What follows belongs to an exercise in optimizing a design on an open flow for small area, a short achievable clock period and few clock cycles per item; a production flow would make more cautious choices.
At most, simulation tests tie the RTL to the original design; equivalence was not proved.
Power and IR drop assume default switching activity.

## red
Design kmeans_top, start of the top module:
module kmeans_top #(
    parameter int num_pixels = 100,
    parameter int iterations = 3
) (
    input  logic                clk,
    input  logic                reset,
    input  logic                start,
    output logic [16-1:0]   pixel_addr,
    input  logic signed [16-1:0] a_data,
    input  logic                cluster_id_rdata,
    input  logic                rgb_dark,
    output logic                cluster_id_we,
    output logic                cluster_id_wdata,
    output logic                lab_clear,
    output logic                done_kmeans,
    output logic                done_cluster
);
Size in the first run: about 1200 cells after synthesis, about 42 I/O pins.
Settings: LEC_CHECK=0, ABC_AREA=1, CAP_MARGIN=20, CORE_MARGIN=2, CORE_UTILIZATION=40, SETUP_SLACK_MARGIN=3.2, SLEW_MARGIN=20; clock period 5.5 ns.
run.sh (not shown) runs the stock make flow with config.mk's settings and CLKGATE_MAP_FILE= SYNTH_SCRIPT=/design/flow/synth_recipe.tcl, a recipe that flattens the netlist after the stock synthesis.
red has completed all stages; timing, DRC and antenna checks passed.
Here is what was changed in the inputs of blue compared with red.
--- a/flow/design.v
+++ b/flow/design.v
@@ -34,23 +34,22 @@
     logic [AW-1:0] addr;
     logic          ph;       
     logic          ilf;      
     logic          dv, dvf;  
     logic          lv, lvf;  
     logic [SW-1:0] u_q;
     logic          lab_q, labn_q, sn_q, id_q, dark_q;
     logic [TW-1:0] acc0, acc1;
     logic [AW-1:0] n0, n1;
     logic [7:0]    nd;       
     logic [QW+1:0] v;
-    logic          f0, f1;   
     logic          fin1_q;   
     logic          fin_q;    
     logic          divstep;  
     logic          we_q, wd_q, lc_q, dk_q, dc_q;
     assign pixel_addr       = {{(16-AW){1'b0}}, addr};
     assign cluster_id_we    = we_q;
     assign cluster_id_wdata = wd_q;
     assign lab_clear        = lc_q;
     assign done_kmeans      = dk_q;
     assign done_cluster     = dc_q;
     logic [SW-1:0] u_in;
@@ -75,98 +74,94 @@
     endfunction
     logic [TW-1:0] ds0, ds1;
     assign ds0 = dstep(acc0, n0);
     assign ds1 = dstep(acc1, n1);
     function automatic logic [QW-1:0] due_bits(input logic [QW-1:0] c);
         for (int i = 0; i < QW; i++)
             due_bits[i] = c[(QW + 14 - i) % QW];
     endfunction
     localparam logic [QW-1:0] C0D = due_bits(C0U);
     localparam logic [QW-1:0] C1D = due_bits(C1U);
     logic       b0, b1, bq0, bq1;
-    assign b0 = f0 ? C0D[addr[3:0]] : ds0[0];
-    assign b1 = f1 ? C1D[addr[3:0]] : ds1[0];
+    assign b0 = (n0 == '0) ? C0D[addr[3:0]] : ds0[0];
+    assign b1 = (n1 == '0) ? C1D[addr[3:0]] : ds1[0];
     logic kq0, kq1;
     logic x0, x1, x2;
     assign x0 = !fin_q & (bq0 ^ bq1);
     assign x1 = fin_q ? (kq0 ^ kq1) : (bq0 & bq1);
     assign x2 = fin_q & kq0 & kq1;
     logic [QW:0] vt, vinc, vpre;
     logic        vc1;
     assign vt = v[QW:0];
     assign vc1 = (vt[0] & x1) | x2;
     assign vpre[0] = 1'b0;
     assign vpre[1] = vc1;
     for (genvar i = 2; i <= QW; i++)
     begin : g_vpre
         assign vpre[i] = vc1 & (&vt[i-1:1]);
     end
     assign vinc = {vt[QW:1] ^ vpre[QW:1], vt[0] ^ x1};
     logic [TW-1:0] acc_sum;
-    assign acc_sum = (lab_q ? (acc1 & {TW{!f1}}) : (acc0 & {TW{!f0}})) + TW'(u_q);
+    assign acc_sum = (lab_q ? acc1 : acc0) + TW'(u_q);
     always_ff @(posedge clk)
     begin
         u_q    <= u_in;
         lab_q  <= (u_in > v[QW+1:2]);
         labn_q <= !(u_in > v[QW+1:2]);
         sn_q   <= (a_data < (-10));
         id_q   <= cluster_id_rdata;
         dark_q <= rgb_dark;
     end
     always_ff @(posedge clk)
     begin
         if (idle || fin_q)
         begin
-            f0 <= 1'b1;
-            f1 <= 1'b1;
-            nd <= '0;
+            acc0 <= '0;
+            acc1 <= '0;
+            n0   <= '0;
+            n1   <= '0;
+            nd   <= '0;
         end
         else if (divstep)
         begin
             acc0 <= ds0;
             acc1 <= ds1;
         end
         else if (lv && !lvf)
         begin
             if (lab_q)
-            begin
                 acc1 <= acc_sum;
-                f1   <= 1'b0;
-            end
             else
-            begin
                 acc0 <= acc_sum;
-                f0   <= 1'b0;
-            end
             if (labn_q)
             begin
-                n0 <= (n0 & {AW{!f0}}) + 1'b1;
+                n0 <= n0 + 1'b1;
                 if (sn_q)
                     nd <= nd - 1'b1;
             end
             else
             begin
-                n1 <= (n1 & {AW{!f1}}) + 1'b1;
+                n1 <= n1 + 1'b1;
                 if (sn_q)
                     nd <= nd + 1'b1;
             end
         end
         if (divstep)
         begin
             bq0 <= b0;
             bq1 <= b1;
         end
         if (fin1_q)
         begin
-            kq0 <= !f0 && !acc0[QW-1] && (|acc0[TW-1:QW]);
-            kq1 <= !f1 && !acc1[QW-1] && (|acc1[TW-1:QW]);
+            kq0 <= (n0 != '0) && !acc0[QW-1] && (|acc0[TW-1:QW]);
+            kq1 <= (n1 != '0) && !acc1[QW-1] && (|acc1[TW-1:QW]);
         end
         if (idle)
             v <= {({1'b0, C0U} + {1'b0, C1U}), 1'b0};
         else if (vclr)
             v <= '0;
         else if (divstep || fin1_q || fin_q)
             v <= {vinc, x0};
     end
     always_ff @(posedge clk)
     begin
         if (reset)
Results
- blue completed; timing, DRC and antenna clean
- For the remaining max-slew budget at the tightest pin, blue came in 6.7 points lower than red did.
- Sequential cell count in blue is about 1.5% lower than in red
- From red to blue, placement row count did not move at all.
- blue packs its core looser than red.
- On overall power: between blue and red, it ends up lower for red.
Testbench counts of blue, summed over its fixed seeds: cycles 30,728, jobs 48.
For red, only the layout was checked, not whether the RTL still works.


The RTL this note starts from:
==> flow/design.v <==
`timescale 1ns/1ps
module kmeans_top #(
    parameter int num_pixels = 100,
    parameter int iterations = 3
) (
    input  logic                clk,
    input  logic                reset,
    input  logic                start,
    output logic [16-1:0]   pixel_addr,
    input  logic signed [16-1:0] a_data,
    input  logic                cluster_id_rdata,
    input  logic                rgb_dark,
    output logic                cluster_id_we,
    output logic                cluster_id_wdata,
    output logic                lab_clear,
    output logic                done_kmeans,
    output logic                done_cluster
);
    localparam int SW = 16;    
    localparam int AW = 7;               
    localparam int QW = 16;              
    localparam int RW = 7;               
    localparam int TW = RW + QW;         
    localparam logic [1:0] M_IDLE = 2'd0;
    localparam logic [1:0] M_RD   = 2'd1;    
    localparam logic [1:0] M_DV   = 2'd2;    
    localparam logic [1:0] M_IL   = 2'd3;    
    localparam logic [AW-1:0] LAST   = AW'(num_pixels - 1);
    localparam logic [AW-1:0] DV_JMP = AW'(128 - QW - 4);
    localparam logic [QW-1:0] C0U = QW'(0 + 32768);
    localparam logic [QW-1:0] C1U = QW'(5 + 32768);
    logic [1:0]    mode;
    logic          pass2;
    logic [AW-1:0] addr;
    logic          ph;       
    logic          ilf;      
    logic          dv, dvf;  
    logic          lv, lvf;  
    logic [SW-1:0] u_q;
    logic          lab_q, labn_q, sn_q, id_q, dark_q;
    logic [QW-1:0] lo0, lo1;
    logic [RW-1:0] hi0, hi1;
    logic          c0, c1;
    logic [TW-1:0] acc0, acc1;
    assign acc0 = {hi0 + RW'(c0), lo0};
    assign acc1 = {hi1 + RW'(c1), lo1};
    logic [AW-1:0] n0, n1;
    logic [QW-1:0] h;
    logic          fin1_q;   
    logic          fin_q;    
    logic          opu_q;    
    logic          divstep;  
    logic          we_q, wd_q, lc_q, dk_q, dc_q;
    assign pixel_addr       = {{(16-AW){1'b0}}, addr};
    assign cluster_id_we    = we_q;
    assign cluster_id_wdata = wd_q;
    assign lab_clear        = lc_q;
    assign done_kmeans      = dk_q;
    assign done_cluster     = dc_q;
    logic [SW-1:0] u_in;
    logic          sel;
    assign u_in = {~a_data[SW-1], a_data[SW-2:0]};
    assign sel  = (n1 > n0);
    logic idle;
    assign idle    = (mode == M_IDLE);
    function automatic logic [TW-1:0] dstep(
        input logic [TW-1:0] s,
        input logic [AW-1:0] den
    );
        logic [RW:0]   r2;
        logic [RW+1:0] t;
        r2 = s[TW-1:QW-1];
        t  = {1'b0, r2} - {2'b00, den};
        if (!t[RW+1])
            dstep = {t[RW-1:0], s[QW-2:0], 1'b1};
        else
            dstep = {r2[RW-1:0], s[QW-2:0], 1'b0};
    endfunction
    logic [TW-1:0] ds0, ds1;
    assign ds0 = dstep({hi0, lo0}, n0);
    assign ds1 = dstep({hi1, lo1}, n1);
    logic k0, k1, kq1;
    logic e0q, e1q;      
    assign k0 = !e0q && !lo0[QW-1] && (|hi0);
    assign k1 = !e1q && !lo1[QW-1] && (|hi1);
    logic [QW-1:0] opnd0;
    logic          cin0;
    logic [QW+1:0] acc_t0;
    logic [QW:0]   acc_sum0, acc_sum1;
    assign opnd0 = (u_q & {QW{opu_q}})
                 | ({QW{fin_q}} & h);
    assign cin0  = fin_q ? kq1 : (fin1_q & k0);
    assign acc_t0   = {1'b0, lo0, 1'b1} + {1'b0, opnd0, cin0};
    assign acc_sum0 = acc_t0[QW+1:1];
    assign acc_sum1 = {1'b0, lo1} + {1'b0, u_q};
    always_ff @(posedge clk)
    begin
        u_q    <= u_in;
        lab_q  <= (u_in > h);
        labn_q <= !(u_in > h);
        sn_q   <= (a_data < (-10));
        id_q   <= cluster_id_rdata;
        dark_q <= rgb_dark;
    end
    always_ff @(posedge clk)
    begin
        if (idle || fin_q)
        begin
            {hi0, c0, lo0} <= '0;
            {hi1, c1, lo1} <= '0;
            n0   <= '0;
            n1   <= '0;
        end
        else if (divstep)
        begin
            {hi0, lo0} <= ds0;
            {hi1, lo1} <= ds1;
            c0 <= 1'b0;
            c1 <= 1'b0;
        end
        else
        begin
            hi0 <= acc0[TW-1:QW];
            hi1 <= acc1[TW-1:QW];
            c0  <= 1'b0;
            c1  <= 1'b0;
        end
        if (lv && !lvf)
        begin
            if (lab_q)
                {c1, lo1} <= acc_sum1;
            else
                {c0, lo0} <= acc_sum0;
            if (mode != M_IL || sn_q)
            begin
                if (labn_q)
                    n0 <= n0 + 1'b1;
                else
                    n1 <= n1 + 1'b1;
            end
        end
        if (divstep)
        begin
            e0q <= (n0 == '0);
            e1q <= (n1 == '0);
        end
        if (fin1_q)
        begin
            lo0 <= e0q ? C0U : acc_sum0[QW-1:0];
            kq1 <= k1;
        end
        if (idle)
            h <= QW'(({1'b0, C0U} + {1'b0, C1U}) >> 1);
        else if (fin1_q)
            h <= e1q ? C1U : lo1;
        else if (fin_q)
            h <= acc_sum0[QW:1];
    end
    always_ff @(posedge clk)
    begin
        if (reset)
        begin
            mode  <= M_IDLE;
            pass2 <= 1'b0;
            addr  <= '0;
            ph    <= 1'b0;
            ilf   <= 1'b0;
            dv    <= 1'b0;
            dvf   <= 1'b0;
            lv    <= 1'b0;
            lvf   <= 1'b0;
            fin1_q <= 1'b0;
            fin_q <= 1'b0;
            opu_q <= 1'b1;
            divstep <= 1'b0;
            we_q  <= 1'b0;
            wd_q  <= 1'b0;
            lc_q  <= 1'b0;
            dk_q  <= 1'b0;
            dc_q  <= 1'b0;
        end
        else
        begin
            lv    <= dv;
            lvf   <= dvf;
            dv    <= 1'b0;
            dvf   <= 1'b0;
            fin1_q <= 1'b0;
            fin_q <= fin1_q;
            opu_q <= !((mode == M_DV && addr == 7'd126) || fin1_q);
            divstep <= 1'b0;
            we_q  <= 1'b0;
            lc_q  <= 1'b0;
            case (mode)
                M_IDLE:
                    if (start)
                    begin
                        dv    <= 1'b1;
                        addr  <= addr + 1'b1;
                        mode  <= M_RD;
                        pass2 <= 1'b0;
                        dk_q  <= 1'b0;
                        dc_q  <= 1'b0;
                    end
                M_RD:
                begin
                    dv <= 1'b1;
                    if (addr == LAST)
                    begin
                        addr <= DV_JMP;
                        mode <= M_DV;
                    end
                    else
                        addr <= addr + 1'b1;
                end
                M_DV:
                begin
                    addr    <= addr + 1'b1;
                    divstep <= (addr >= DV_JMP + 2'd2) && (addr <= 7'd125);
                    fin1_q  <= (addr == 7'd126);
                    if (&addr)
                    begin
                        pass2 <= 1'b1;
                        ph    <= 1'b0;
                        ilf   <= 1'b0;
                        mode  <= pass2 ? M_IL : M_RD;
                    end
                end
                default:  
                begin
                    ph <= ~ph;
                    if (!ph)
                    begin
                        dv   <= (addr <= LAST);
                        dvf  <= ilf;
                        addr <= (addr == '0) ? LAST : addr - 1'b1;
                        if (lv)
                        begin
                            we_q <= 1'b1;
                            if (lvf)
                            begin
                                wd_q <= ~(id_q ^ sel);
                                lc_q <= (id_q ^ sel) | dark_q;
                                dk_q <= 1'b1;
                            end
                            else
                                wd_q <= !labn_q;
                        end
                    end
                    else
                    begin
                        if (addr == LAST)
                        begin
                            if (dk_q)
                            begin
                                addr <= '0;
                                dc_q <= 1'b1;
                                mode <= M_IDLE;
                            end
                            else
                                addr <= AW'(1);
                        end
                        else if (!ilf && addr == LAST - 1'b1)
                        begin
                            addr <= '0;
                            ilf  <= 1'b1;
                        end
                        else
                            addr <= addr + 2'd2;
                    end
                end
            endcase
        end
    end
endmodule
export LEC_CHECK = 0
export ABC_AREA = 1
export CAP_MARGIN = 20
export CORE_MARGIN = 2
export CORE_UTILIZATION = 40
export CTS_BUF_LIST = sky130_fd_sc_hd__clkbuf_8
export SETUP_SLACK_MARGIN = 3.4
export SLEW_MARGIN = 20
create_clock -name core_clock -period 5.5 [get_ports {clk}]
standard.sh (not shown) runs the stock make flow with config.mk's settings and CLKGATE_MAP_FILE= SYNTH_SCRIPT=/design/flow/synth_recipe.tcl, a recipe that flattens the netlist after the stock synthesis.
==> flow/flow/run.sh <==
#!/bin/bash
set -euo pipefail
bash standard.sh finish "BUFFER_PORTS_ARGS=-buffer_cell sky130_fd_sc_hd__buf_4" \
    > standard_flow.log 2>&1
Change:
--- a/flow/design.v
+++ b/flow/design.v
@@ -26,7 +26,7 @@
     localparam logic [1:0] M_DV   = 2'd2;    
     localparam logic [1:0] M_IL   = 2'd3;    
     localparam logic [AW-1:0] LAST   = AW'(num_pixels - 1);
-    localparam logic [AW-1:0] DV_JMP = AW'(128 - QW - 4);
+    localparam logic [AW-1:0] DV_JMP = AW'(128 - QW - 6);
     localparam logic [QW-1:0] C0U = QW'(0 + 32768);
     localparam logic [QW-1:0] C1U = QW'(5 + 32768);
     logic [1:0]    mode;
@@ -46,9 +46,7 @@
     assign acc1 = {hi1 + RW'(c1), lo1};
     logic [AW-1:0] n0, n1;
     logic [QW-1:0] h;
-    logic          fin1_q;   
     logic          fin_q;    
-    logic          opu_q;    
     logic          divstep;  
     logic          we_q, wd_q, lc_q, dk_q, dc_q;
     assign pixel_addr       = {{(16-AW){1'b0}}, addr};
@@ -79,23 +77,27 @@
     logic [TW-1:0] ds0, ds1;
     assign ds0 = dstep({hi0, lo0}, n0);
     assign ds1 = dstep({hi1, lo1}, n1);
-    logic k0, k1, kq1;
+    logic k0, k1, kq0;
     logic e0q, e1q;      
     assign k0 = !e0q && !lo0[QW-1] && (|hi0);
     assign k1 = !e1q && !lo1[QW-1] && (|hi1);
-    logic [QW-1:0] opnd0;
-    logic          cin0;
-    logic [QW+1:0] acc_t0;
-    logic [QW:0]   acc_sum0, acc_sum1;
-    assign opnd0 = (u_q & {QW{opu_q}})
-                 | ({QW{fin_q}} & h);
-    assign cin0  = fin_q ? kq1 : (fin1_q & k0);
-    assign acc_t0   = {1'b0, lo0, 1'b1} + {1'b0, opnd0, cin0};
-    assign acc_sum0 = acc_t0[QW+1:1];
+    logic [QW:0] acc_sum0, acc_sum1;
+    assign acc_sum0 = {1'b0, lo0} + {1'b0, u_q};
     assign acc_sum1 = {1'b0, lo1} + {1'b0, u_q};
+    logic upd1, upd2, upd3;
+    assign upd1 = (mode == M_DV) && (addr == 7'd125);
+    assign upd2 = (mode == M_DV) && (addr == 7'd126);
+    assign upd3 = (mode == M_DV) && (&addr);
     always_ff @(posedge clk)
     begin
-        u_q    <= u_in;
+        if (upd1)
+            u_q <= QW'(k1);
+        else if (upd2)
+            u_q <= QW'(kq0);
+        else if (upd3)
+            u_q <= e1q ? C1U : lo1;
+        else
+            u_q <= u_in;
         lab_q  <= (u_in > h);
         labn_q <= !(u_in > h);
         sn_q   <= (a_data < (-10));
@@ -144,15 +146,14 @@
             e0q <= (n0 == '0);
             e1q <= (n1 == '0);
         end
-        if (fin1_q)
-        begin
+        if (upd1)
+            kq0 <= k0;
+        if (upd2)
+            lo1 <= acc_sum1[QW-1:0];
+        if (upd3)
             lo0 <= e0q ? C0U : acc_sum0[QW-1:0];
-            kq1 <= k1;
-        end
         if (idle)
             h <= QW'(({1'b0, C0U} + {1'b0, C1U}) >> 1);
-        else if (fin1_q)
-            h <= e1q ? C1U : lo1;
         else if (fin_q)
             h <= acc_sum0[QW:1];
     end
@@ -169,9 +170,7 @@
             dvf   <= 1'b0;
             lv    <= 1'b0;
             lvf   <= 1'b0;
-            fin1_q <= 1'b0;
             fin_q <= 1'b0;
-            opu_q <= 1'b1;
             divstep <= 1'b0;
             we_q  <= 1'b0;
             wd_q  <= 1'b0;
@@ -185,9 +184,7 @@
             lvf   <= dvf;
             dv    <= 1'b0;
             dvf   <= 1'b0;
-            fin1_q <= 1'b0;
-            fin_q <= fin1_q;
-            opu_q <= !((mode == M_DV && addr == 7'd126) || fin1_q);
+            fin_q <= upd3;
             divstep <= 1'b0;
             we_q  <= 1'b0;
             lc_q  <= 1'b0;
@@ -216,8 +213,7 @@
                 M_DV:
                 begin
                     addr    <= addr + 1'b1;
-                    divstep <= (addr >= DV_JMP + 2'd2) && (addr <= 7'd125);
-                    fin1_q  <= (addr == 7'd126);
+                    divstep <= (addr >= DV_JMP + 2'd2) && (addr <= 7'd123);
                     if (&addr)
                     begin
                         pass2 <= 1'b1;
Result: The new run finished with timing, DRC and antenna clean. Design area fell by 3.6%. Core utilization fell by 3.8 points. Die area rose by 4.9%. Final cell count rose by 6.8%. Clock power rose by 18%. Sequential power hardly moves. Wire length rose by 4.8%. Critical path depth fell by 9. Area after synthesis rose by 5.1%. Maximum frequency rose by 9.1%. Setup slack gains 190 ps. Via count rose by 5.6%. Combinational power hardly moves.
No functional check of the RTL was part of any run of this note.

## port drivers added, routing unchanged
Ports are ideal in the flow. The routed layouts listed here were re-timed in OpenROAD. Step 1: set_driving_cell puts a clkbuf_16 on clk and a buf_2 on each other input, an assumption about the parent block. Step 2 times the ports against the registers' clock, not the clock port: input delays grow and output delays shrink by t, the midpoint of the rising clock arrivals with the driver on. a / b / c = ideal / step 1 / step 2; a / b = the first two.
run | t, ns | slack for setup (ns) | worst hold slack (ns) | worst setup path after step 2 | cell pins on the clock port's net
red | 0.474 | 3.143 / 3.143 / 2.820 | 0.404 / 0.404 / 0.404 | input to register | 1
blue | 0.466 | 3.215 / 3.207 / 2.869 | 0.414 / 0.414 / 0.414 | input to register | 1
the first run of note 2 | 0.493 | 3.244 / 3.244 / 3.031 | 0.412 / 0.412 / 0.412 | input to register | 1
the second run of note 2 | 0.492 | 3.433 / 3.396 / 3.165 | 0.423 / 0.423 / 0.423 | input to register | 1
After both steps setup and hold are still met in every run listed. For blue, which loses most, drivers alone change the setup slack by -0.008 ns; drivers and shift together by -0.346 ns.
